What follows belongs to an exercise in optimizing a design on an open flow for small area and a short achievable clock period; a production flow would make more cautious choices. Where RTL was checked, it was by simulation tests only, not by an equivalence proof against the original. No functional check of the RTL was part of runs 2, 3 and 5. Power and IR drop assume default switching activity.

**flow/constraint.sdc**
```tcl
create_clock -name core_clock -period 5.0 [get_ports {i_clk}]
set_input_delay 1.0000 -clock core_clock [delete_from_list [all_inputs] [get_ports {i_clk}]]
set_output_delay 1.0000 -clock core_clock [all_outputs]
set_load 0.01 [all_outputs]
```
**flow/config.mk**
```make
export PLATFORM = sky130hd
export DESIGN_NAME = mem_instr_cargable
export DESIGN_NICKNAME = mem_instr_cargable
export VERILOG_FILES = /design/flow/design.v
export SDC_FILE = /design/flow/constraint.sdc
export NUM_CORES = 4
export LEC_CHECK = 0
export CAP_MARGIN = 20
export CORE_MARGIN = 2
export CORE_UTILIZATION = 40
export SLEW_MARGIN = 20
```
**flow/run.sh**
```bash
#!/bin/bash
# synth_recipe.tcl (not shown) runs the flow's synth.tcl, then flattens the netlist and writes it again
# the make line also repeats each setting of config.mk as NAME=value (left out here)
make -C /OpenROAD-flow-scripts/flow DESIGN_CONFIG=/design/flow/config.mk WORK_HOME=/design/flow/orfs CLKGATE_MAP_FILE= SYNTH_SCRIPT=/design/flow/synth_recipe.tcl finish
```
**flow/design.v**
```verilog
package mem_instr_cargable_pkg;
    localparam logic [1:0] S_IDLE = 2'd0;
    localparam logic [1:0] S_LOAD = 2'd1;
    localparam logic [1:0] S_DONE = 2'd2;
    localparam logic [31:0] NOP_WORD      = 32'h0000_0000;
    localparam logic [31:0] HALT_WORD_DEF = 32'hFFFF_FFFF;
endpackage
module mem_instr_byte_packer #(
    parameter int NBITS     = 32,
    parameter int BYTE_BITS = 8
) (
    input  logic                 i_clk,
    input  logic                 i_reset_n,
    input  logic                 i_clr,
    input  logic                 i_byte_en,
    input  logic [BYTE_BITS-1:0] i_byte,
    output logic [NBITS-1:0]     o_word,
    output logic                 o_word_valid
);
    localparam int NB = NBITS / BYTE_BITS;
    localparam int CW = (NB > 1) ? $clog2(NB) : 1;
    localparam int SW = NBITS - BYTE_BITS;
    logic [SW-1:0] shift_q, shift_d;
    logic [CW-1:0] cnt_q, cnt_d;
    assign o_word       = {shift_q, i_byte};
    assign o_word_valid = i_byte_en && (cnt_q == CW'(NB - 1));
    always_comb begin
        shift_d = shift_q;
        cnt_d   = cnt_q;
        if (i_clr) begin
            shift_d = '0;
            cnt_d   = '0;
        end else if (i_byte_en) begin
            shift_d = o_word[SW-1:0];
            cnt_d   = o_word_valid ? '0 : cnt_q + CW'(1);
        end
    end
    always_ff @(posedge i_clk or negedge i_reset_n) begin
        if (!i_reset_n) begin
            shift_q <= '0;
            cnt_q   <= '0;
        end else begin
            shift_q <= shift_d;
            cnt_q   <= cnt_d;
        end
    end
endmodule
import mem_instr_cargable_pkg::*;
module mem_instr_cargable #(
    parameter int               NBITS     = 32,
    parameter int               CELDAS    = 64,
    parameter int               BYTE_BITS = 8,
    parameter logic [NBITS-1:0] HALT_WORD = NBITS'(HALT_WORD_DEF),
    localparam int              LCW       = $clog2(CELDAS + 1)
) (
    input  logic                 i_clk,
    input  logic                 i_reset_n,
    input  logic [NBITS-1:0]     i_PC,
    input  logic                 i_fetch_en,
    output logic [NBITS-1:0]     o_Instruction,
    output logic                 o_pc_err,
    input  logic                 i_load_start,
    input  logic                 i_load_valid,
    input  logic [BYTE_BITS-1:0] i_load_byte,
    output logic                 o_load_ready,
    output logic                 o_load_done,
    output logic [LCW-1:0]       o_load_count
);
    localparam int CW = $clog2(CELDAS + 1);
    localparam int AW = (CELDAS > 1) ? $clog2(CELDAS) : 1;
    localparam int IW = NBITS - 2;
    localparam logic HALT_EN = 1'b0;
    logic [NBITS-1:0] mem [CELDAS];
    logic [1:0]       state_q, state_d;
    logic [CW-1:0]    count_q, count_d;
    logic [NBITS-1:0] instr_q, instr_d;
    logic             err_q, err_d;
    logic             byte_en, pk_clr, word_valid, we;
    logic [NBITS-1:0] word;
    logic [IW-1:0]    idx;
    logic             unused_pc;
    assign idx       = i_PC[NBITS-1:2];
    assign unused_pc = ^i_PC[1:0];
    assign byte_en   = i_load_valid && (state_q == S_LOAD);
    assign pk_clr    = (state_q == S_IDLE) && i_load_start;
    assign we        = word_valid;
    mem_instr_byte_packer #(
        .NBITS     (NBITS),
        .BYTE_BITS (BYTE_BITS)
    ) u_packer (
        .i_clk        (i_clk),
        .i_reset_n    (i_reset_n),
        .i_clr        (pk_clr),
        .i_byte_en    (byte_en),
        .i_byte       (i_load_byte),
        .o_word       (word),
        .o_word_valid (word_valid)
    );
    always_comb begin
        state_d = state_q;
        count_d = count_q;
        unique case (1'b1)
            state_q == S_LOAD: begin
                if (word_valid) begin
                    count_d = count_q + CW'(1);
                    if (count_d == CW'(CELDAS) ||
                        (HALT_EN && word == HALT_WORD))
                        state_d = S_DONE;
                end
            end
            state_q == S_DONE: state_d = S_IDLE;
            default: begin
                if (i_load_start) begin
                    state_d = S_LOAD;
                    count_d = '0;
                end
            end
        endcase
    end
    always_comb begin
        instr_d = instr_q;
        err_d   = err_q;
        if (i_fetch_en) begin
            if (state_q != S_IDLE) begin
                instr_d = NBITS'(NOP_WORD);
                err_d   = 1'b0;
            end else if (!i_load_start) begin
                if (idx >= IW'(CELDAS)) begin
                    instr_d = NBITS'(NOP_WORD);
                    err_d   = 1'b1;
                end else begin
                    instr_d = mem[idx[AW-1:0]];
                    err_d   = 1'b0;
                end
            end
        end
    end
    always_ff @(posedge i_clk or negedge i_reset_n) begin
        if (!i_reset_n) begin
            state_q <= S_IDLE;
            count_q <= '0;
            instr_q <= '0;
            err_q   <= 1'b0;
        end else begin
            state_q <= state_d;
            count_q <= count_d;
            instr_q <= instr_d;
            err_q   <= err_d;
        end
    end
    always_ff @(posedge i_clk) begin
        if (we)
            mem[count_q[AW-1:0]] <= word;
    end
    assign o_Instruction = instr_q;
    assign o_pc_err      = err_q;
    assign o_load_ready  = (state_q == S_LOAD);
    assign o_load_done   = (state_q == S_DONE);
    assign o_load_count  = count_q;
endmodule
```
==> results_dict.tcl, run 1 <==
set metrics [dict create \
    coreArea_um2 203000 \
    synth_cells 3821 \
    ys_seq_area_share_pct 77.4 \
    postRouteWirelength_mm 219 \
    cp_slowest_cell "nor2_1" \
    crit_fanout 25 \
    synth_enable_flop_cells 2048 \
    area_growth_pct 14.7 \
    post-cts-setup-buffer-count 0 \
    dr.first_iter.drc_count 4820 \
    vias 40700 \
    post_cts_resized 0 \
    outcome "finished clean" \
    path_clk_slew_ns 0.06 \
    cts_root_buffer "clkbuf_16" \
    fin_crit_ns 3.44 \
    drc 0 \
    worstPathCellList "buf_2 -> nand2_1 -> nor2_1 -> nand3_1 -> nand4_1 -> a221o_1" \
    dieHeight_um 456 \
    hold_buffers 0 \
    cts-buffers-inserted 204 \
    grt_pass1_wl_mm 307 \
    synth_area_um2 81700 \
    power_leakage_nw 30.3 \
    yosysUniqueCellTypes 61 \
    clock_latency_ns 0.83 \
    hold_path.class "input pin to asynchronous set/reset pin" \
    post-dp-hpwl_mm 125 \
    yosys-top-cells-area "edfxtp_1, mux4_2, mux2i_1" \
    track_usage_pct 20.8 \
    setup_tns_ns 0 \
    fillers 16700 \
    clk_path_buf_depth 3 \
    dieArea_um2 208000 \
    async_flop_share_pct 3.21 \
    chipWidth_um 456 \
    arrival_ns 4.21 \
    combinationalPowerShare_pct 5.3 \
    final_cell_mix "edfxtp_1, mux2i_1, mux4_2" \
    viasPerCell 5.84 \
    detail-route-antenna-nets 0 \
    grt_max_degree 77 \
    setup_viol 0 \
    max_stage_delay_ns 0.97 \
    power_density_nw_per_um2 395 \
    synth_top_area_share_pct 75.3 \
    cts_tree "yes" \
    total_power_mw 37.0 \
    start_kind "input pin" \
    gp_congestion 0.798 \
    crit_buf_inv 1 \
    final_common_cell "edfxtp_1" \
    ys_seq_elements 2116 \
    fin_nets 4165 \
    switchingPower_mw 8.16 \
    placed_area_um2 87200 \
    p_clk_share_pct 40.6 \
    cp_top_family "simple AND/OR/NAND/NOR gates" \
    design_area_um2 93700 \
    switching_share_pct 22.1 \
    cp-end-kind "flop" \
    relSlewSlack_pct 24.5 \
    io_pins 87 \
    min_period_over_period_pct 68.7 \
    required_ns 5.77 \
    rsz0062_at_grt "false" \
    fmax_ghz 0.291 \
    yosys.area.top_type "edfxtp_1" \
    h-tree-depth 4 \
    cts.sinks 2116 \
    critical_path_class "input pin to flop" \
    synth_warnings 2 \
    synth_flop_cell "edfxtp_1" \
    seqPwrFrac_pct 54.1 \
    wire_per_inst_um 31.4 \
    antenna_found_initial 4 \
    r2r-start "state_q[0]" \
    port_buffers 84 \
    power.internal_mw 28.8 \
    grt_pass1_vias 40700 \
    synth.avg_cell_area_um2 21.4 \
    max-cap-violations 0 \
    drive_gt1_share_pct 23.5 \
    peakVddDrop_v 0.000310 \
    finalHoldViolations 0 \
    r2r_setup_slack_ns 1.60 \
    synthesis.nets 3871 \
    initial_core_util_pct 40.3 \
    final-max-slew-violation-count 0 \
    startpoint "i_PC[5]" \
    worst_pin_slew_ns 1.13 \
    fp-row-count 165 \
    clock_skew_ns 0.0233 \
    r2r-end "instr_q[20]" \
    grt-ovfl-total 0 \
    r2r_cells 8 \
    drt_pass1_iterations 5 \
]
[registers in the layout (all words and copies together) (netlist names)]
| register | flops |
|---|---|
| count_q | 7 |
| err_q | 1 |
| instr_q | 32 |
| mem | 2048 |
| state_q | 2 |
| u_packer.cnt_q | 2 |
| u_packer.shift_q | 24 |
[cells by family (layout without fill, tap and decap cells)]
| group | count (synthesis) | in the layout | synth area share, % |
|---|---|---|---|
| flip-flops | 2116 | 2116 | 77.4 |
| AND/OR/NAND/NOR | 325 | 325 | 1.89 |
| AO/OA/AOI/OAI | 384 | 384 | 3.48 |
| buffers and inverters | 220 | 692 | 1.73 |
| adder cells (fa/ha/maj) | 5 | 5 | 0.0766 |
| multiplexers | 771 | 771 | 15.4 |
| other | 0 | 7 | 0 |
[power by group through the flow]
stage,Combinational [mW],Sequential (mW),Clock (mW)
global placement,1.94,20.4,0
floorplan,1.01,20.4,0
global route,2.07,20.0,15.9
detailed placement,1.98,20.4,0
CTS,1.98,20.0,15.2
finish,1.96,20.0,15.0
[through the flow]
stage	setup slack [ns]	instances	hold WS (ns)	utilization, %
CTS	1.63	6965	0.165	46.2
finish	1.56	6972	0.205	46.3
global placement	0.844	6581	0.463	43.1
floorplan	1.60	3821	0.477	-
detailed placement	0.842	6581	0.464	43.1
global route	1.54	6966	0.178	46.3
[per-layer routing]
metal	GRT usage [%]	vias to the layer above	part of all wire, %	routed length (µm)
li1	-	16700	-	-
met1	29.2	22000	42	91600
met2	33.7	1730	48	106000
met3	3.18	309	6.8	14800
met4	6.05	0	3.0	6540
met5	0	-	0	0
[cells in the mapped netlist (4+ instances only)]
cell	n
edfxtp_1	2048
mux2i_1	380
mux4_2	360
a22oi_1	177
nor2_1	106
dfrtp_1	68
nand3_1	64
buf_2	61
nand2_1	61
clkbuf_1	57
buf_4	42
o21ai_0	39
buf_6	32
a22o_1	30
a21oi_1	26
a211oi_1	25
nand4_1	25
mux4_1	23
nor2b_1	14
a31oi_1	12
and2_1	11
a2111oi_0	10
o21ai_1	10
a221oi_2	8
and3_1	8
clkbuf_4	8
mux2_2	8
a221o_1	7
nor3_1	7
a32o_1	6
buf_1	6
nor4_1	6
ha_1	5
nand2b_1	5
o2111ai_1	5
o221ai_1	5
o31ai_1	5
or3_1	5
a221oi_1	4
buf_8	4
dlygate4sd1_1	4
[worst max-delay path by stage]
stage	endpoint	slack [ns]	cells past startpoint
floorplan	mem[61][0]	1.60	4
global placement	instr_q[9]	0.84	6
detailed placement	instr_q[9]	0.84	6
CTS	o_load_ready	1.63	3
global route	instr_q[20]	1.54	8
finish	instr_q[25]	1.56	6
[layout make-up]
class	count	area [µm²]	share of cell area, %
Sequential cell	2116	63300	67.5
Antenna cell	7	17.5	0.0187
Multi-Input combinational cell	1485	17600	18.8
Clock inverter	112	915	0.976
Inverter	5	20.0	0.0214
Tap cell	2672	3340	3.57
Clock buffer	272	5540	5.92
Timing Repair Buffer	303	3010	3.21
[worst reg2reg max path, delay by kind of cell (launching register included)]
family | cells | cell delay (ns)
AND/OR/NAND/NOR | 6 | 2.66
adder cells (fa/ha/maj) | 1 | 0.25
buffers and inverters | 1 | 0.07
flip-flops | 1 | 0.35
==> run 2: changes to the inputs <==
==> flow/design.v (replaced) <==
package mem_instr_cargable_pkg;
    localparam logic [1:0] S_IDLE = 2'd0;
    localparam logic [1:0] S_LOAD = 2'd1;
    localparam logic [1:0] S_DONE = 2'd2;
    localparam logic [31:0] NOP_WORD      = 32'h0000_0000;
    localparam logic [31:0] HALT_WORD_DEF = 32'hFFFF_FFFF;
endpackage
module mem_instr_byte_packer #(
    parameter int NBITS     = 32,
    parameter int BYTE_BITS = 8
) (
    input  logic                 i_clk,
    input  logic                 i_reset_n,
    input  logic                 i_clr,
    input  logic                 i_byte_en,
    input  logic [BYTE_BITS-1:0] i_byte,
    output logic [NBITS-1:0]     o_word,
    output logic                 o_word_valid
);
    localparam int NB = NBITS / BYTE_BITS;
    localparam int CW = (NB > 1) ? $clog2(NB) : 1;
    logic [NBITS-1:0] shift_q;
    logic [CW-1:0]    cnt_q;
    assign o_word       = shift_q;
    assign o_word_valid = i_byte_en && (cnt_q == CW'(NB - 1));
    always_ff @(posedge i_clk or negedge i_reset_n) begin
        if (!i_reset_n)
            cnt_q <= '0;
        else if (i_clr)
            cnt_q <= '0;
        else if (i_byte_en)
            cnt_q <= cnt_q + CW'(1);
    end
    always_ff @(posedge i_clk) begin
        if (i_byte_en)
            shift_q <= {shift_q[NBITS-BYTE_BITS-1:0], i_byte};
    end
endmodule
import mem_instr_cargable_pkg::*;
module mem_instr_cargable #(
    parameter int               NBITS     = 32,
    parameter int               CELDAS    = 64,
    parameter int               BYTE_BITS = 8,
    parameter logic [NBITS-1:0] HALT_WORD = NBITS'(HALT_WORD_DEF),
    localparam int              LCW       = $clog2(CELDAS + 1)
) (
    input  logic                 i_clk,
    input  logic                 i_reset_n,
    input  logic [NBITS-1:0]     i_PC,
    input  logic                 i_fetch_en,
    output logic [NBITS-1:0]     o_Instruction,
    output logic                 o_pc_err,
    input  logic                 i_load_start,
    input  logic                 i_load_valid,
    input  logic [BYTE_BITS-1:0] i_load_byte,
    output logic                 o_load_ready,
    output logic                 o_load_done,
    output logic [LCW-1:0]       o_load_count
);
    localparam int CW = $clog2(CELDAS + 1);
    localparam int AW = (CELDAS > 1) ? $clog2(CELDAS) : 1;
    localparam int IW = NBITS - 2;
    logic [NBITS-1:0] mem [CELDAS];
    logic [1:0]       state_q;
    logic [CW-1:0]    count_q;
    logic [NBITS-1:0] instr_q;
    logic             err_q;
    logic             byte_en, pk_clr, word_valid;
    logic [NBITS-1:0] word;
    logic [IW-1:0]    idx;
    logic             unused_pc;
    logic             wr_q;
    logic [AW-1:0]    wr_addr_q;
    assign idx       = i_PC[NBITS-1:2];
    assign unused_pc = ^i_PC[1:0];
    assign byte_en   = i_load_valid && (state_q == S_LOAD);
    assign pk_clr    = (state_q == S_IDLE) && i_load_start;
    mem_instr_byte_packer #(
        .NBITS     (NBITS),
        .BYTE_BITS (BYTE_BITS)
    ) u_packer (
        .i_clk        (i_clk),
        .i_reset_n    (i_reset_n),
        .i_clr        (pk_clr),
        .i_byte_en    (byte_en),
        .i_byte       (i_load_byte),
        .o_word       (word),
        .o_word_valid (word_valid)
    );
    always_ff @(posedge i_clk or negedge i_reset_n) begin
        if (!i_reset_n) begin
            state_q <= S_IDLE;
            count_q <= '0;
        end else begin
            unique case (state_q)
                S_LOAD: begin
                    if (word_valid) begin
                        count_q <= count_q + CW'(1);
                        if (count_q == CW'(CELDAS - 1))
                            state_q <= S_DONE;
                    end
                end
                S_DONE: state_q <= S_IDLE;
                default: begin
                    if (i_load_start) begin
                        state_q <= S_LOAD;
                        count_q <= '0;
                    end
                end
            endcase
        end
    end
    always_ff @(posedge i_clk or negedge i_reset_n) begin
        if (!i_reset_n) begin
            instr_q <= '0;
            err_q   <= 1'b0;
        end else if (i_fetch_en) begin
            if (state_q != S_IDLE) begin
                instr_q <= NBITS'(NOP_WORD);
                err_q   <= 1'b0;
            end else if (!i_load_start) begin
                if (idx >= IW'(CELDAS)) begin
                    instr_q <= NBITS'(NOP_WORD);
                    err_q   <= 1'b1;
                end else begin
                    instr_q <= mem[idx[AW-1:0]];
                    err_q   <= 1'b0;
                end
            end
        end
    end
    always_ff @(posedge i_clk) begin
        wr_q      <= word_valid;
        wr_addr_q <= count_q[AW-1:0];
    end
    always_ff @(posedge i_clk) begin
        if (wr_q)
            mem[wr_addr_q] <= word;
    end
    assign o_Instruction = instr_q;
    assign o_pc_err      = err_q;
    assign o_load_ready  = state_q[0];
    assign o_load_done   = state_q[1];
    assign o_load_count  = count_q;
endmodule
--- a/flow/config.mk
+++ b/flow/config.mk
@@ -7,5 +7,5 @@
 export LEC_CHECK = 0
 export CAP_MARGIN = 20
 export CORE_MARGIN = 2
-export CORE_UTILIZATION = 40
+export CORE_UTILIZATION = 55
 export SLEW_MARGIN = 20
==> run 2 against run 1 <==
- still clean
- flip-flop and latch count grew 15
- clock skew is essentially flat
- via count shrank 3.1%
- cell area shrank 1.3%
- synthesized cell count shrank 1.8%
- wire length shrank 7.7%
- utilization grew 16 points
- global-route usage grew 6.0 points
- cell count shrank 12%
- fmax grew 1.1%
- synthesized area grew 0.30%
- register-to-register slack is essentially flat
- highest routed layer unchanged
==> results_dict.tcl, run 2 <==
set metrics [dict create \
    outcome "finished clean" \
    dieHeight_um 390 \
    post_cts_resized 0 \
    async_flop_share_pct 2.06 \
    detail-route-antenna-nets 0 \
    power.internal_mw 31.1 \
    fin_crit_ns 3.40 \
    track_usage_pct 26.7 \
    final_cell_mix "edfxtp_1, mux4_2, clkbuf_16" \
    cts_tree "yes" \
    max-cap-violations 0 \
    drt_pass1_iterations 5 \
    yosysMostFrequentCell "edfxtp_1" \
    yosys.area.top_type "edfxtp_1" \
    grt_pass1_vias 40000 \
    setup_tns_ns 0 \
    power_density_nw_per_um2 439 \
    final-max-slew-violation-count 0 \
    crit_fanout 19 \
    synth_commonest_cells "edfxtp_1, mux4_2, mux2i_1, nor2_1, o22ai_1" \
    gp_congestion 0.824 \
    cts_root_buffer "clkbuf_16" \
    grt-ovfl-total 0 \
    critical_path_class "flop to flop" \
    hold_path.class "input pin to asynchronous set/reset pin" \
    max_stage_delay_ns 1.07 \
    total_power_mw 40.6 \
    p_clk_share_pct 37.4 \
    chipWidth_um 390 \
    synth_area_um2 81900 \
    min_period_over_period_pct 68.0 \
    synth.avg_cell_area_um2 21.8 \
    design_area_um2 92500 \
    drive_gt1_share_pct 25.0 \
    power_leakage_nw 29.4 \
    viasPerCell 6.46 \
    cp-end-kind "flop" \
    cts.sinks 2131 \
    yosys-top-cells-area "edfxtp_1, mux4_2, mux2i_1" \
    clock_latency_ns 0.82 \
    io_pins 87 \
    synthesis.nets 3802 \
    worst_pin_slew_ns 1.10 \
    synth_enable_flop_cells 2080 \
    postRouteWirelength_mm 202 \
    synth_flop_cell "edfxtp_1" \
    switchingPower_mw 9.42 \
    antenna_found_initial 5 \
    relSlewSlack_pct 26.6 \
    ys_seq_elements 2131 \
    fillers 10000 \
    seqPwrFrac_pct 53.6 \
    antenna_cells 0 \
    final_common_cell "edfxtp_1" \
    start_kind "flop" \
    fp-row-count 141 \
    dr.first_iter.drc_count 4395 \
    synth_warnings 2 \
    grt_pass1_wl_mm 286 \
    ys_seq_area_share_pct 77.8 \
    wire_per_inst_um 33.0 \
    setup_viol 0 \
    clock_skew_ns 0.0237 \
    placed_area_um2 85900 \
    vias 39500 \
    drc 0 \
    post-cts-setup-buffer-count 0 \
    yosysUniqueCellTypes 61 \
    switching_share_pct 23.2 \
    cp_slowest_cell "nor2_4" \
    grt_max_degree 81 \
    post-dp-hpwl_mm 119 \
    clk_path_buf_depth 3 \
    synth_cells 3752 \
    synth_top_area_share_pct 76.3 \
    fmax_ghz 0.294 \
    worstPathCellList "nor2b_1 -> nand3_1 -> nor2_4 -> buf_4" \
    arrival_ns 3.88 \
    required_ns 5.48 \
    fin_nets 4068 \
    coreArea_um2 148000 \
    holdWs_ns 0.413 \
    h-tree-depth 4 \
    dieArea_um2 152000 \
    path_clk_slew_ns 0.06 \
    combinationalPowerShare_pct 9.0 \
    hold_buffers 0 \
    peakVddDrop_v 0.000337 \
    finalHoldViolations 0 \
    area_growth_pct 12.9 \
    cts-buffers-inserted 207 \
    largest_register_ff_count 2048 \
    port_buffers 84 \
    rsz0062_at_grt "false" \
    initial_core_util_pct 55.4 \
]
## run 2: layout make-up
type / count / area (µm²) / area share [%]
sequential: 2131 / 63700 / 68.9
multi-input combinational: 1411 / 17300 / 18.7
clock buffer: 270 / 5630 / 6.09
timing repair buffer: 262 / 2470 / 2.67
tap: 1930 / 2410 / 2.61
clock inverter: 106 / 955 / 1.03
inverter: 5 / 18.8 / 0.0203
## run 2: worst max-delay path: cells and delay by family, from the launching register on
family	cells	cell delay, ns
and+or+nand+nor	3	1.97
DFF	1	0.60
buffers and inverters	1	0.45
## run 2: per-stage QoR
step	utilization [%]	std cells	setup slack [ns]
floorplan	-	3752	1.56
finish	62.5	6115	1.60
global route	62.5	6115	1.54
detailed placement	58.1	5738	1.04
CTS	62.5	6114	1.61
global placement	58.0	5735	1.08
## run 2: worst paths after layout
| kind | slack [ns] | from | depth (start not counted) | to |
|---|---|---|---|---|
| setup / recovery | 1.60 | wr_addr_q[1] | 4 | mem[19][22] |
| hold / removal | 0.41 | i_reset_n | 2 | err_q |
| hold reg to reg | 0.46 | u_packer.shift_q[11] | 0 | u_packer.shift_q[19] |
| min in group core_clock | 0.46 | u_packer.shift_q[11] | 0 | u_packer.shift_q[19] |
| setup reg to reg | 1.60 | wr_addr_q[1] | 4 | mem[19][22] |
| max in group asynchronous | 3.92 | i_reset_n | 2 | instr_q[22] |
## run 2: layer usage
metal	wire length, µm	up-vias	part of all wire (%)	GRT usage (%)
li1	-	16400	-	-
met1	84100	21200	42	38.7
met2	98000	1610	49	43.1
met3	14400	291	7.2	3.80
met4	5240	0	2.6	7.79
met5	0	-	0	0
## run 2: cells by family after synthesis
group	count (synthesis)	share of synthesized area (%)
AOI/OAI and AO/OA	325	3.13
xor gates and xnor gates	5	0.0535
adders and majority gates	5	0.0764
buffers and inverters	210	1.77
muxes	693	14.9
and+or+nand+nor	383	2.29
DFF	2131	77.8
## run 2: power by group through the flow
stage                     Combinational (mW)  Clock, mW  Sequential, mW
after floorplan                         1.23          0            22.8
final                                   3.63       15.2            21.8
after detailed placement                3.64          0            22.1
after global placement                  3.43          0            22.1
after CTS                               3.64       15.4            21.8
after global routing                    3.88       16.1            21.8
==> run 3: changes to the inputs <==
--- a/flow/config.mk
+++ b/flow/config.mk
@@ -8,4 +8,5 @@
 export CAP_MARGIN = 20
 export CORE_MARGIN = 2
 export CORE_UTILIZATION = 55
+export SETUP_SLACK_MARGIN = 2.3
 export SLEW_MARGIN = 20
==> run 3 against run 2 <==
- still clean
- clock-buffer cell count down 5
- utilization up 0.97 points
- first-iteration DRC count up 5.2%
- register-to-register slack better by 0.45 ns
- critical path depth unchanged
- flip-flop and latch count unchanged
- synthesized area unchanged
- global-route usage up 0.98 points
- clock power about the same
- fmax up 15%
- critical path type unchanged
- critical endpoint is now mem[19][23]
- largest power group unchanged
==> results_dict.tcl, run 3 <==
set metrics [dict create \
    grt_pass1_wl_mm 296 \
    multi_input_area_um2 17500 \
    worst_pin_slew_ns 1.09 \
    yosysUniqueCellTypes 61 \
    final_common_cell "edfxtp_1" \
    wl_met2_mm 101 \
    synthesis.nets 3802 \
    viasPerCell 6.49 \
    synthXorXnorAreaFrac_pct 0.0535 \
    yosys-top-cells-area "edfxtp_1, mux4_2, mux2i_1" \
    start_kind "flop" \
    dieArea_um2 152000 \
    crit_fanout 20 \
    cp.depth 4 \
    max-cap-violations 0 \
    r2r_cells 4 \
    arrival_ns 3.40 \
    io_pins 87 \
    synth_top_area_share_pct 76.3 \
    wire_per_inst_um 33.5 \
    peakVddDrop_v 0.000333 \
    track_usage_pct 27.7 \
    largest_register_ff_count 2048 \
    synth_warnings 2 \
    cts_root_buffer "clkbuf_16" \
    gp_congestion 0.831 \
    path_clk_slew_ns 0.06 \
    ys_seq_elements 2131 \
    placed_area_um2 85800 \
    fillers 9978 \
    drc 0 \
    synth_commonest_cells "edfxtp_1, mux4_2, mux2i_1, nor2_1, o22ai_1" \
    hold_buffers 0 \
    fin_crit_ns 2.95 \
    cp_top_family "simple AND/OR/NAND/NOR gates" \
    postRouteWirelength_mm 209 \
    dr.first_iter.drc_count 4625 \
    power_leakage_nw 30.3 \
    synth_compound_area_share_pct 3.13 \
    yosys.area_share.simple_pct 2.29 \
    dieHeight_um 390 \
    chipWidth_um 390 \
    rsz0062_at_grt "true" \
    synth_top_family_by_area "multiplexers" \
    outcome "finished clean" \
    relSlewSlack_pct 27.0 \
    clock_latency_ns 0.84 \
    async_flop_share_pct 2.06 \
    setup_viol 0 \
    power_density_nw_per_um2 434 \
    seq_area_um2 63700 \
    vias 40500 \
    cts-buffers-inserted 209 \
    synth_area_um2 81900 \
    synth_cells 3752 \
    h-tree-depth 4 \
    m1WireLength_mm 84.9 \
    required_ns 5.45 \
    synthAdderAreaFrac_pct 0.0764 \
    hold_path.class "input pin to asynchronous set/reset pin" \
    design_area_um2 93900 \
    finalHoldViolations 0 \
    synth_flop_cell "edfxtp_1" \
    ys_seq_area_share_pct 77.8 \
    total_power_mw 40.7 \
    critical_path_class "flop to flop" \
    cts.sinks 2131 \
    coreArea_um2 148000 \
    synth.avg_cell_area_um2 21.8 \
    clock_skew_ns 0.0296 \
    crit_buf_inv 1 \
    detail-route-antenna-nets 0 \
    grt_max_degree 94 \
    cts_tree "yes" \
    muxShareOfSynthArea_pct 14.9 \
    clk_path_buf_depth 3 \
    yosysMostFrequentCell "edfxtp_1" \
    fin_nets 4189 \
    fmax_ghz 0.339 \
    dr.max_layer_used "met5" \
    fp-row-count 141 \
    min_period_over_period_pct 59.0 \
    grt-ovfl-total 0 \
    post-dp-hpwl_mm 118 \
    met3WireLength_mm 16.3 \
    synth_enable_flop_cells 2080 \
    drive_gt1_share_pct 27.7 \
    worstPathCellList "nor2b_1 -> nand3_1 -> nor2_4 -> buf_4" \
    yosys.area.top_type "edfxtp_1" \
    drt_pass1_iterations 5 \
    final_cell_mix "edfxtp_1, mux4_2, buf_4" \
    grt_pass1_vias 40800 \
    r2r_setup_slack_ns 2.05 \
    setup_tns_ns 0 \
    max_stage_delay_ns 0.72 \
    area_growth_pct 14.6 \
    initial_core_util_pct 55.4 \
    final-max-slew-violation-count 0 \
    cp-end-kind "flop" \
    cp_slowest_cell "dfxtp_1" \
    port_buffers 84 \
    antenna_found_initial 10 \
]
## run 3: final timing paths
kind	to	from
max	mem[19][23]	wr_addr_q[1]
min	state_q[1]	i_reset_n
max reg2reg	mem[19][23]	wr_addr_q[1]
min reg2reg	u_packer.shift_q[22]	u_packer.shift_q[14]
max in group asynchronous	instr_q[14]	i_reset_n
min in group core_clock	u_packer.shift_q[22]	u_packer.shift_q[14]
## run 3: where the power goes
part           internal [mW]  switching [mW]  leakage [nW]  total (mW)
Combinational          0.900            2.91          7.80        3.81
Sequential              21.5           0.228          19.4        21.7
Clock                   8.74            6.44          3.19        15.2
## run 3: layout make-up
class                      instances  area share [%]
antenna                            1         0.00267
clock buffer                     265            5.93
clock inverter                   115            1.07
inverter                           5          0.0200
multi-input combinational       1421            18.6
sequential                      2131            67.9
tap                             1930            2.57
timing repair buffer             371            3.92
## run 3: what timing repair did
action,in CTS,in global routing
gates cloned,15,2
gates resized for setup,95,12
buffers inserted,93,19
setup endpoints to repair,1581,820
pin swaps,55,9
## run 3: layer usage
layer / global-route usage, % / up-vias
met4: 8.75 / 2
li1: - / 16600
met2: 44.2 / 1781
met1: 39.8 / 21800
met3: 4.53 / 330
met5: 0 / -
## run 3: kinds of logic after synthesis
family | count (synthesis)
AOI/OAI and AO/OA | 325
muxes | 693
xor gates and xnor gates | 5
DFF | 2131
buffers and inverters | 210
and+or+nand+nor | 383
adders and majority gates | 5
## run 3: per-stage QoR
step | cells | util [%] | hold slack (ns) | worst slack [ns]
2_1_floorplan | 3752 | - | 0.465 | 2.08
3_3_place_gp | 5723 | 57.9 | 0.431 | 0.981
3_5_place_dp | 5728 | 58.0 | 0.435 | 0.910
4_1_cts | 6216 | 63.3 | 0.346 | 1.76
5_1_grt | 6238 | 63.5 | 0.413 | 2.04
6_report | 6239 | 63.5 | 0.378 | 2.05
==> run 4: changes to the inputs <==
--- a/flow/design.v
+++ b/flow/design.v
@@ -36,6 +36,54 @@
             shift_q <= {shift_q[NBITS-BYTE_BITS-1:0], i_byte};
     end
 endmodule
+module mem_instr_rd_mux #(
+    parameter int NBITS  = 32,
+    parameter int CELDAS = 64,
+    localparam int AW    = (CELDAS > 1) ? $clog2(CELDAS) : 1
+) (
+    input  logic [CELDAS*NBITS-1:0] i_words,
+    input  logic [AW-1:0]           i_idx,
+    output logic [NBITS-1:0]        o_word
+);
+    localparam int G = CELDAS / 8;
+    logic [7:0]       s_lo, s_hi;
+    logic [NBITS-1:0] grp [G];
+    always_comb begin
+        for (int k = 0; k < 8; k++) begin
+            s_lo[k] = (i_idx[2:0] == 3'(k));
+            s_hi[k] = (i_idx[AW-1:3] == 3'(k));
+        end
+    end
+    for (genvar g = 0; g < G; g++) begin : g_grp
+        mem_instr_sel8 #(.NBITS(NBITS)) u_sel (
+            .i_sel (s_lo),
+            .i_d   (i_words[g*8*NBITS +: 8*NBITS]),
+            .o_q   (grp[g])
+        );
+    end
+    logic [G*NBITS-1:0] grp_flat;
+    for (genvar g = 0; g < G; g++) begin : g_gf
+        assign grp_flat[g*NBITS +: NBITS] = grp[g];
+    end
+    mem_instr_sel8 #(.NBITS(NBITS)) u_sel_hi (
+        .i_sel (s_hi),
+        .i_d   (grp_flat),
+        .o_q   (o_word)
+    );
+endmodule
+module mem_instr_sel8 #(
+    parameter int NBITS = 32
+) (
+    input  logic [7:0]         i_sel,
+    input  logic [8*NBITS-1:0] i_d,
+    output logic [NBITS-1:0]   o_q
+);
+    always_comb begin
+        o_q = '0;
+        for (int k = 0; k < 8; k++)
+            o_q = o_q | ({NBITS{i_sel[k]}} & i_d[k*NBITS +: NBITS]);
+    end
+endmodule
 import mem_instr_cargable_pkg::*;
 module mem_instr_cargable #(
     parameter int               NBITS     = 32,
@@ -69,8 +117,7 @@
     logic [NBITS-1:0] word;
     logic [IW-1:0]    idx;
     logic             unused_pc;
-    logic             wr_q;
-    logic [AW-1:0]    wr_addr_q;
+    logic [7:0]       wr_hi_q, wr_lo_q;
     assign idx       = i_PC[NBITS-1:2];
     assign unused_pc = ^i_PC[1:0];
     assign byte_en   = i_load_valid && (state_q == S_LOAD);
@@ -123,20 +170,37 @@
                     instr_q <= NBITS'(NOP_WORD);
                     err_q   <= 1'b1;
                 end else begin
-                    instr_q <= mem[idx[AW-1:0]];
+                    instr_q <= rd_word;
                     err_q   <= 1'b0;
                 end
             end
         end
     end
     always_ff @(posedge i_clk) begin
-        wr_q      <= word_valid;
-        wr_addr_q <= count_q[AW-1:0];
-    end
-    always_ff @(posedge i_clk) begin
-        if (wr_q)
-            mem[wr_addr_q] <= word;
-    end
+        for (int j = 0; j < 8; j++) begin
+            wr_hi_q[j] <= word_valid && (count_q[AW-1:3] == 3'(j));
+            wr_lo_q[j] <= (count_q[2:0] == 3'(j));
+        end
+    end
+    for (genvar w = 0; w < CELDAS; w++) begin : g_word
+        always_ff @(posedge i_clk) begin
+            if (wr_hi_q[w / 8] && wr_lo_q[w % 8])
+                mem[w] <= word;
+        end
+    end
+    logic [CELDAS*NBITS-1:0] mem_flat;
+    logic [NBITS-1:0]        rd_word;
+    for (genvar w = 0; w < CELDAS; w++) begin : g_flat
+        assign mem_flat[w*NBITS +: NBITS] = mem[w];
+    end
+    mem_instr_rd_mux #(
+        .NBITS  (NBITS),
+        .CELDAS (CELDAS)
+    ) u_rd_mux (
+        .i_words (mem_flat),
+        .i_idx   (idx[AW-1:0]),
+        .o_word  (rd_word)
+    );
     assign o_Instruction = instr_q;
     assign o_pc_err      = err_q;
     assign o_load_ready  = state_q[0];
--- a/flow/config.mk
+++ b/flow/config.mk
@@ -8,5 +8,6 @@
 export CAP_MARGIN = 20
 export CORE_MARGIN = 2
 export CORE_UTILIZATION = 55
-export SETUP_SLACK_MARGIN = 2.3
+export SETUP_SLACK_MARGIN = 2.8
 export SLEW_MARGIN = 20
+export SYNTH_HIERARCHICAL = 1
==> run 4 against run 3 <==
- sequential power down 5%
- critical path type is now input pin to flop
- power down 5.1%
- flip-flop and latch count up 9
- first-iteration DRC count up 36%
- synthesized area down 4.8%
- combinational power down 16%
- non-clock buffer count up 163
- register-to-register slack better by 0.74 ns
- via count up 13%
- utilization up 3.0 points
- still clean
- largest cell class unchanged
- fmax up 15%
==> results_dict.tcl, run 4 <==
set metrics [dict create \
    ys_seq_elements 2140 \
    start_kind "input pin" \
    synth_enable_flop_cells 2080 \
    synth_top_area_share_pct 80.1 \
    dr.first_iter.drc_count 6304 \
    detail-route-antenna-nets 0 \
    fp-row-count 138 \
    critical_path_class "input pin to flop" \
    max-cap-violations 0 \
    outcome "finished clean" \
    vias 45800 \
    postRouteWirelength_mm 247 \
    total_power_mw 38.6 \
    crit_fanout 10 \
    multi_input_area_um2 13900 \
    fin_nets 4647 \
    wire_per_inst_um 37.1 \
    dieArea_um2 145000 \
    cts_root_buffer "clkbuf_16" \
    largest_register_ff_count 2048 \
    fin_ws_ns 2.43 \
    cts-buffers-inserted 205 \
    cp-end-kind "flop" \
    synth_commonest_cells "edfxtp_1, a22oi_1, nand4_1, buf_2, buf_6" \
    final-max-slew-violation-count 0 \
    ys_seq_area_share_pct 81.9 \
    arrival_ns 3.27 \
    min_period_over_period_pct 51.4 \
    cts.sinks 2140 \
    startpoint "i_PC[4]" \
    final_cell_mix "edfxtp_1, a22oi_1, nand4_1" \
    post-dp-hpwl_mm 119 \
    power_leakage_nw 29.6 \
    r2r_cells 7 \
    post-route-util_pct 66.5 \
    peakVddDrop_v 0.000369 \
    clock_latency_ns 0.83 \
    track_usage_pct 33.8 \
    grt-ovfl-total 0 \
    yosys.area.top_type "edfxtp_1" \
    grt_pass1_vias 43600 \
    setup_viol 0 \
    area_growth_pct 20.4 \
    grt_pass1_wl_mm 340 \
    seq_area_um2 63900 \
    cts_tree "yes" \
    place_inst 6046 \
    synth_cells 4077 \
    yosysMostFrequentCell "edfxtp_1" \
    initial_core_util_pct 55.3 \
    cp_slowest_cell "nand4_1" \
    required_ns 5.70 \
    hold_buffers 0 \
    viasPerCell 6.88 \
    r2r_setup_slack_ns 2.79 \
    synth.avg_cell_area_um2 19.1 \
    h-tree-depth 4 \
    synth_flop_cell "edfxtp_1" \
    io_pins 87 \
    grt_max_degree 66 \
    fmax_ghz 0.389 \
    dieHeight_um 381 \
    coreArea_um2 141000 \
    relSlewSlack_pct 23.2 \
    fin_cells 6651 \
    cp_top_family "simple AND/OR/NAND/NOR gates" \
    synth_area_um2 78000 \
    cp.depth 11 \
    drc 0 \
    drt_pass1_iterations 6 \
    yosys-top-cells-area "edfxtp_1, a22oi_1, nand4_1" \
    drive_gt1_share_pct 23.8 \
    pre_cts_ws_ns 0.690 \
    hold_path.class "input pin to asynchronous set/reset pin" \
    yosysUniqueCellTypes 44 \
    max_stage_delay_ns 0.40 \
    gp_congestion 0.796 \
    crit_buf_inv 4 \
    power_density_nw_per_um2 411 \
    fillers 9209 \
    finalHoldViolations 0 \
    path_clk_slew_ns 0.06 \
    clock_skew_ns 0.0214 \
    clk_path_buf_depth 3 \
    setup_tns_ns 0 \
    r2r-start "state_q[0]" \
    port_buffers 84 \
    r2r-end "instr_q[2]" \
    fin_crit_ns 2.57 \
    antenna_found_initial 20 \
    chipWidth_um 381 \
    endpoint "instr_q[6]" \
    worstPathCellList "buf_16 -> buf_12 -> buf_12 -> and3b_4 -> buf_4 -> a22oi_1 -> nand4_1 -> a22oi_2 -> nand4_1 -> nand2_1 -> o41ai_2" \
    synth_warnings 12 \
    final_common_cell "edfxtp_1" \
    worst_pin_slew_ns 1.15 \
    rsz0062_at_grt "true" \
    synthesis.nets 4132 \
    async_flop_share_pct 2.06 \
]
run 4: how the worst min path moves through the flow:
stage / from / to / slack (ns) / depth (start not counted)
after global placement: u_packer.shift_q[10] / u_packer.shift_q[18] / 0.43 / 0
after floorplan: u_packer.cnt_q[1] / u_packer.cnt_q[1] / 0.49 / 2
final: i_reset_n / instr_q[21] / 0.20 / 1
after CTS: i_reset_n / instr_q[26] / 0.17 / 1
after detailed placement: u_packer.shift_q[10] / u_packer.shift_q[18] / 0.44 / 0
after global routing: i_reset_n / instr_q[19] / 0.21 / 1
run 4: cell families after synthesis:
family | share of synthesized area [%]
multiplexers | 0.0786
flip-flops | 81.9
buffers and inverters | 2.22
AND/OR/NAND/NOR | 3.70
XOR/XNOR | 0.0112
AO/OA/AOI/OAI | 11.9
adder cells (fa/ha/maj) | 0.160
run 4: through the flow:
stage          cell area, µm²  hold WS [ns]
2_1_floorplan           78000         0.490
3_3_place_gp            81900         0.428
3_5_place_dp            82000         0.442
4_1_cts                 92700         0.169
5_1_grt                 93900         0.209
6_report                93900         0.202
run 4: layer usage:
| layer | GRT usage, % | share of wire, % | wire length [µm] | vias to the layer above |
|---|---|---|---|---|
| met4 | 15.3 | 4.8 | 11800 | 18 |
| li1 | - | - | - | 18500 |
| met1 | 46.0 | 37 | 91700 | 23800 |
| met5 | 0 | 0.048 | 118 | - |
| met3 | 8.87 | 12 | 28700 | 515 |
| met2 | 51.7 | 46 | 115000 | 2919 |
run 4: worst reg2reg max path: cells and delay by family, from the launching register on:
| family | cells | cell delay (ns) |
|---|---|---|
| DFF | 1 | 0.39 |
| adders and majority gates | 1 | 0.34 |
| and+or+nand+nor | 1 | 0.21 |
| AOI/OAI and AO/OA | 1 | 0.37 |
| buffers and inverters | 4 | 0.81 |
run 4: area by class of cell:
class / instances / area share (%)
Timing Repair Buffer: 534 / 7.96
Tap cell: 1890 / 2.52
Clock buffer: 262 / 5.86
Inverter: 6 / 0.0240
Clock inverter: 108 / 0.794
Antenna cell: 6 / 0.0160
Multi-Input combinational cell: 1705 / 14.8
Sequential cell: 2140 / 68.1
run 4: repair_timing:
action,CTS,global route
buffers inserted,97,35
setup endpoints to repair,88,81
gates resized for setup,559,123
endpoints found under the hold margin,0,0
pin swaps,144,121
cloned,82,3
run 4: where the power goes:
part | total, mW | switching, mW | internal (mW)
combinational | 3.20 | 2.25 | 0.951
clock | 14.7 | 6.48 | 8.22
sequential | 20.7 | 0.212 | 20.5
==> run 5: changes to the inputs <==
--- a/flow/design.v
+++ b/flow/design.v
@@ -55,34 +55,45 @@
         end
     end
     for (genvar g = 0; g < G; g++) begin : g_grp
-        mem_instr_sel8 #(.NBITS(NBITS)) u_sel (
-            .i_sel (s_lo),
-            .i_d   (i_words[g*8*NBITS +: 8*NBITS]),
-            .o_q   (grp[g])
+        for (genvar b = 0; b < NBITS; b++) begin : g_bit
+            logic [7:0] d;
+            for (genvar k = 0; k < 8; k++) begin : g_k
+                assign d[k] = i_words[(g*8+k)*NBITS + b];
+            end
+            mem_instr_sel8 u_sel (
+                .i_sel (s_lo),
+                .i_d   (d),
+                .o_q   (grp[g][b])
+            );
+        end
+    end
+    for (genvar b = 0; b < NBITS; b++) begin : g_hi
+        logic [7:0] d;
+        for (genvar g = 0; g < G; g++) begin : g_g
+            assign d[g] = grp[g][b];
+        end
+        mem_instr_sel8 u_sel (
+            .i_sel (s_hi),
+            .i_d   (d),
+            .o_q   (o_word[b])
         );
     end
-    logic [G*NBITS-1:0] grp_flat;
-    for (genvar g = 0; g < G; g++) begin : g_gf
-        assign grp_flat[g*NBITS +: NBITS] = grp[g];
-    end
-    mem_instr_sel8 #(.NBITS(NBITS)) u_sel_hi (
-        .i_sel (s_hi),
-        .i_d   (grp_flat),
-        .o_q   (o_word)
-    );
-endmodule
-module mem_instr_sel8 #(
-    parameter int NBITS = 32
-) (
-    input  logic [7:0]         i_sel,
-    input  logic [8*NBITS-1:0] i_d,
-    output logic [NBITS-1:0]   o_q
-);
-    always_comb begin
-        o_q = '0;
-        for (int k = 0; k < 8; k++)
-            o_q = o_q | ({NBITS{i_sel[k]}} & i_d[k*NBITS +: NBITS]);
-    end
+endmodule
+module mem_instr_sel8 (
+    input  logic [7:0] i_sel,
+    input  logic [7:0] i_d,
+    output logic       o_q
+);
+    assign o_q = |(i_sel & i_d);
+endmodule
+module mem_instr_ld_hold (
+    input  logic i_ld,
+    input  logic i_hold,
+    input  logic i_d,
+    input  logic i_q,
+    output logic o_d
+);
+    assign o_d = (i_ld & i_d) | (i_hold & i_q);
 endmodule
 import mem_instr_cargable_pkg::*;
 module mem_instr_cargable #(
@@ -183,10 +194,20 @@
         end
     end
     for (genvar w = 0; w < CELDAS; w++) begin : g_word
-        always_ff @(posedge i_clk) begin
-            if (wr_hi_q[w / 8] && wr_lo_q[w % 8])
-                mem[w] <= word;
-        end
+        logic             ld;
+        logic [NBITS-1:0] nxt;
+        assign ld = wr_hi_q[w / 8] && wr_lo_q[w % 8];
+        for (genvar b = 0; b < NBITS; b++) begin : g_bit
+            mem_instr_ld_hold u_ld (
+                .i_ld   (ld),
+                .i_hold (!ld),
+                .i_d    (word[b]),
+                .i_q    (mem[w][b]),
+                .o_d    (nxt[b])
+            );
+        end
+        always_ff @(posedge i_clk)
+            mem[w] <= nxt;
     end
     logic [CELDAS*NBITS-1:0] mem_flat;
     logic [NBITS-1:0]        rd_word;
--- a/flow/config.mk
+++ b/flow/config.mk
@@ -7,7 +7,7 @@
 export LEC_CHECK = 0
 export CAP_MARGIN = 20
 export CORE_MARGIN = 2
-export CORE_UTILIZATION = 55
+export CORE_UTILIZATION = 50
 export SETUP_SLACK_MARGIN = 2.8
 export SLEW_MARGIN = 20
 export SYNTH_HIERARCHICAL = 1
==> run 5 against run 4 <==
- flip-flop and latch count unchanged
- clock-buffer cell count up 63
- wire length up 28%
- largest cell class unchanged
- largest power group unchanged
==> results_dict.tcl, run 5 <==
set metrics [dict create \
    crit_fanout 8 \
    placed_area_um2 79700 \
    ys_seq_area_share_pct 59.1 \
    dieHeight_um 387 \
    crit_buf_inv 5 \
    hold_buffers 0 \
    fp-row-count 140 \
    final-max-slew-violation-count 0 \
    synth_warnings 12 \
    clock_skew_ns 0.0248 \
    coreArea_um2 146000 \
    synth.avg_cell_area_um2 12.4 \
    cts_root_buffer "clkbuf_16" \
    clock_latency_ns 0.83 \
    wl_met2_mm 131 \
    multi_input_area_um2 31400 \
    cp.depth 11 \
    grt_max_degree 66 \
    startpoint "i_PC[4]" \
    area_growth_pct 27.6 \
    synth_compound_area_share_pct 36.7 \
    post-dp-hpwl_mm 168 \
    peakVddDrop_v 0.000372 \
    cp-end-kind "flop" \
    track_usage_pct 39.9 \
    design_area_um2 93600 \
    rsz0062_at_grt "true" \
    fillers 11300 \
    start_kind "input pin" \
    final_common_cell "a22o_1" \
    fin_ws_ns 2.38 \
    gp_congestion 0.872 \
    dr.max_layer_used "met5" \
    dieArea_um2 150000 \
    r2r_setup_slack_ns 2.76 \
    synthXorXnorAreaFrac_pct 0.0477 \
    largest_register_ff_count 2048 \
    wire_per_inst_um 35.5 \
    grt_pass1_wl_mm 445 \
    io_pins 87 \
    h-tree-depth 4 \
    synth_commonest_cells "a22o_1, dfxtp_1, a22oi_1, nand4_1, inv_1" \
    power_leakage_nw 35.8 \
    yosysMostFrequentCell "a22o_1" \
    max_stage_delay_ns 0.46 \
    setup_viol 0 \
    cts-buffers-inserted 212 \
    r2r-end "instr_q[25]" \
    arrival_ns 3.34 \
    fin_crit_ns 2.62 \
    crit_top_cell "buf_16" \
    cp_slowest_cell "a22oi_2" \
    drive_gt1_share_pct 20.1 \
    cp_top_family "compound AO/OA/AOI/OAI gates" \
    synth_enable_flop_cells 32 \
    synth_top_family_by_area "compound AO/OA/AOI/OAI gates" \
    synth_area_um2 73400 \
    min_period_over_period_pct 52.4 \
    worstPathCellList "buf_16 -> buf_8 -> nor3b_4 -> buf_12 -> buf_16 -> buf_16 -> a22oi_2 -> nand4_1 -> a22oi_2 -> nand4_1 -> a22o_1" \
    postRouteWirelength_mm 317 \
    met3WireLength_mm 41.7 \
    relSlewSlack_pct 27.2 \
    dr.first_iter.drc_count 8252 \
    r2r_cells 8 \
    fin_nets 6883 \
    synthAdderAreaFrac_pct 0.171 \
    muxShareOfSynthArea_pct 0.0546 \
    vias 65400 \
    synth_flop_cell "dfxtp_1" \
    yosys.area_share.simple_pct 3.41 \
    outcome "finished clean" \
    yosys.area.top_type "dfxtp_1" \
    cts.sinks 2140 \
    grt-ovfl-total 0 \
    worst_pin_slew_ns 1.09 \
    synth_cells 5918 \
    grt_pass1_vias 61000 \
    path_clk_slew_ns 0.06 \
    m1WireLength_mm 123 \
    cts_tree "yes" \
    hold_path.class "input pin to asynchronous set/reset pin" \
    required_ns 5.71 \
    r2r-start "state_q[0]" \
    antenna_found_initial 10 \
    setup_tns_ns 0 \
    initial_core_util_pct 50.3 \
    synthesis.nets 5973 \
    port_buffers 84 \
    chipWidth_um 387 \
    ys_seq_elements 2140 \
    fmax_ghz 0.381 \
    max-cap-violations 0 \
    endpoint "instr_q[12]" \
    synth_top_area_share_pct 56.3 \
    async_flop_share_pct 2.06 \
    power_density_nw_per_um2 442 \
    detail-route-antenna-nets 0 \
    holdWs_ns 0.286 \
    final_cell_mix "a22o_1, dfxtp_1, a22oi_1" \
    viasPerCell 7.33 \
    clk_path_buf_depth 3 \
    yosys-top-cells-area "dfxtp_1, a22o_1, a22oi_1" \
    yosysUniqueCellTypes 33 \
    finalHoldViolations 0 \
    critical_path_class "input pin to flop" \
    seq_area_um2 43400 \
    drc 0 \
    drt_pass1_iterations 9 \
    pre_cts_ws_ns 0.788 \
]
run 5: changes by cell type in the layout (fill, tap and decap cells not counted), moves of 37 or more:
| cell | previous run | this run |
|---|---|---|
| a22o_1 | 0 | 2080 |
| edfxtp_1 | 2080 | 32 |
| dfxtp_1 | 16 | 2056 |
| buf_4 | 206 | 362 |
| a22oi_1 | 925 | 844 |
| a22oi_2 | 227 | 308 |
| clkinv_1 | 62 | 0 |
| and2_2 | 57 | 1 |
| clkbuf_8 | 1 | 51 |
| buf_6 | 75 | 112 |
| inv_1 | 6 | 43 |
run 5: timing repair:
item | CTS | global route
setup buffers | 128 | 64
pin swaps | 274 | 177
resized for setup | 688 | 186
endpoints found under the setup margin | 1280 | 227
cloned | 67 | 21
run 5: worst min-delay path by stage:
stage / endpoint / from / slack, ns
2_1_floorplan: mem[0][0] / mem[0][0] / 0.44
3_3_place_gp: mem[24][28] / mem[24][28] / 0.45
3_5_place_dp: mem[0][3] / mem[0][3] / 0.45
4_1_cts: instr_q[12] / i_reset_n / 0.29
5_1_grt: instr_q[6] / i_reset_n / 0.34
6_report: instr_q[6] / i_reset_n / 0.29
run 5: power by group:
group	switching [mW]	internal, mW	total (mW)
Clock	6.88	9.44	16.3
Combinational	2.92	2.00	4.92
Sequential	1.20	18.9	20.1
Total	11.0	30.4	41.4
run 5: metal layers:
layer	up-vias	track usage, %
li1	27100	-
met1	32900	53.4
met2	4507	57.4
met3	914	12.2
met4	8	22.0
met5	-	1.91
run 5: modules after synthesis (local to each module, per instance), a selection:
module,flip-flops and latches,cell area (µm²),copies in the design
mem_instr_cargable,2106,43800,1
mem_instr_ld_hold,0,8.76,2048
mem_instr_sel8,0,36.3,288
run 5: metrics by stage:
stage,cells,total power [mW],util (%)
3_3_place_gp,8251,24.3,54.7
4_1_cts,8837,41.0,62.9
3_5_place_dp,8251,24.5,54.7
5_1_grt,8922,42.4,64.2
6_report,8924,41.4,64.2
2_1_floorplan,5918,22.5,-
run 5: cell families (layout without fill, tap and decap cells):
group                    count (synthesis)  in the layout
AO/OA/AOI/OAI                         3240           3240
adder cells (fa/ha/maj)                 10             10
flip-flops                            2140           2140
AND/OR/NAND/NOR                        426            433
multiplexers                             4              4
XOR/XNOR                                 4              4
other                                    0              2
buffers and inverters                   94           1174
run 5: area by class of cell:
type                    instances  share of cell area (%)
flip-flops and latches       2140                    46.4
multi-input cells            3691                    33.5
repair buffers                713                    9.55
clock buffers                 325                    6.83
well taps                    1917                    2.56
clock inverters                66                   0.783
inverters                      70                   0.389
diodes                          2                 0.00535

what the ideal ports hide:
The flow's constraints put no driver on any port. The routed layouts listed below were extracted and timed again, unchanged, in two steps.
Step 1, drivers: a clkbuf_16 drives i_clk and a buf_2 each remaining input, both assumed.
Step 2 moves the port delays by t, midway between the first and last clock arrival at a register: inputs arrive t later, outputs are due t later. That takes back most of the time a late clock gives input paths.
Slacks: ideal ports / drivers / drivers and shift; pairs: ideal ports / drivers.
| run | shift t [ns] | setup slack, ns | worst hold slack (ns) | worst data-port slew with drivers (ns) |
|---|---|---|---|---|
| run 1 | 0.909 | 1.564 / 1.588 / 0.679 | 0.205 / 0.142 / 0.481 | 0.14 |
| run 2 | 0.885 | 1.600 / 1.600 / 1.046 | 0.413 / 0.355 / 0.462 | 0.05 |
| run 3 | 0.899 | 2.050 / 2.050 / 1.319 | 0.378 / 0.327 / 0.449 | 0.25 |
| run 4 | 0.911 | 2.429 / 2.386 / 1.475 | 0.202 / 0.136 / 0.467 | 0.21 |
| run 5 | 0.903 | 2.378 / 2.273 / 1.369 | 0.286 / 0.222 / 0.468 | 0.21 |
After both steps setup and hold are still met in every run listed. For run 5, which loses most, drivers alone change the setup slack by -0.105 ns; drivers and shift together by -1.009 ns.
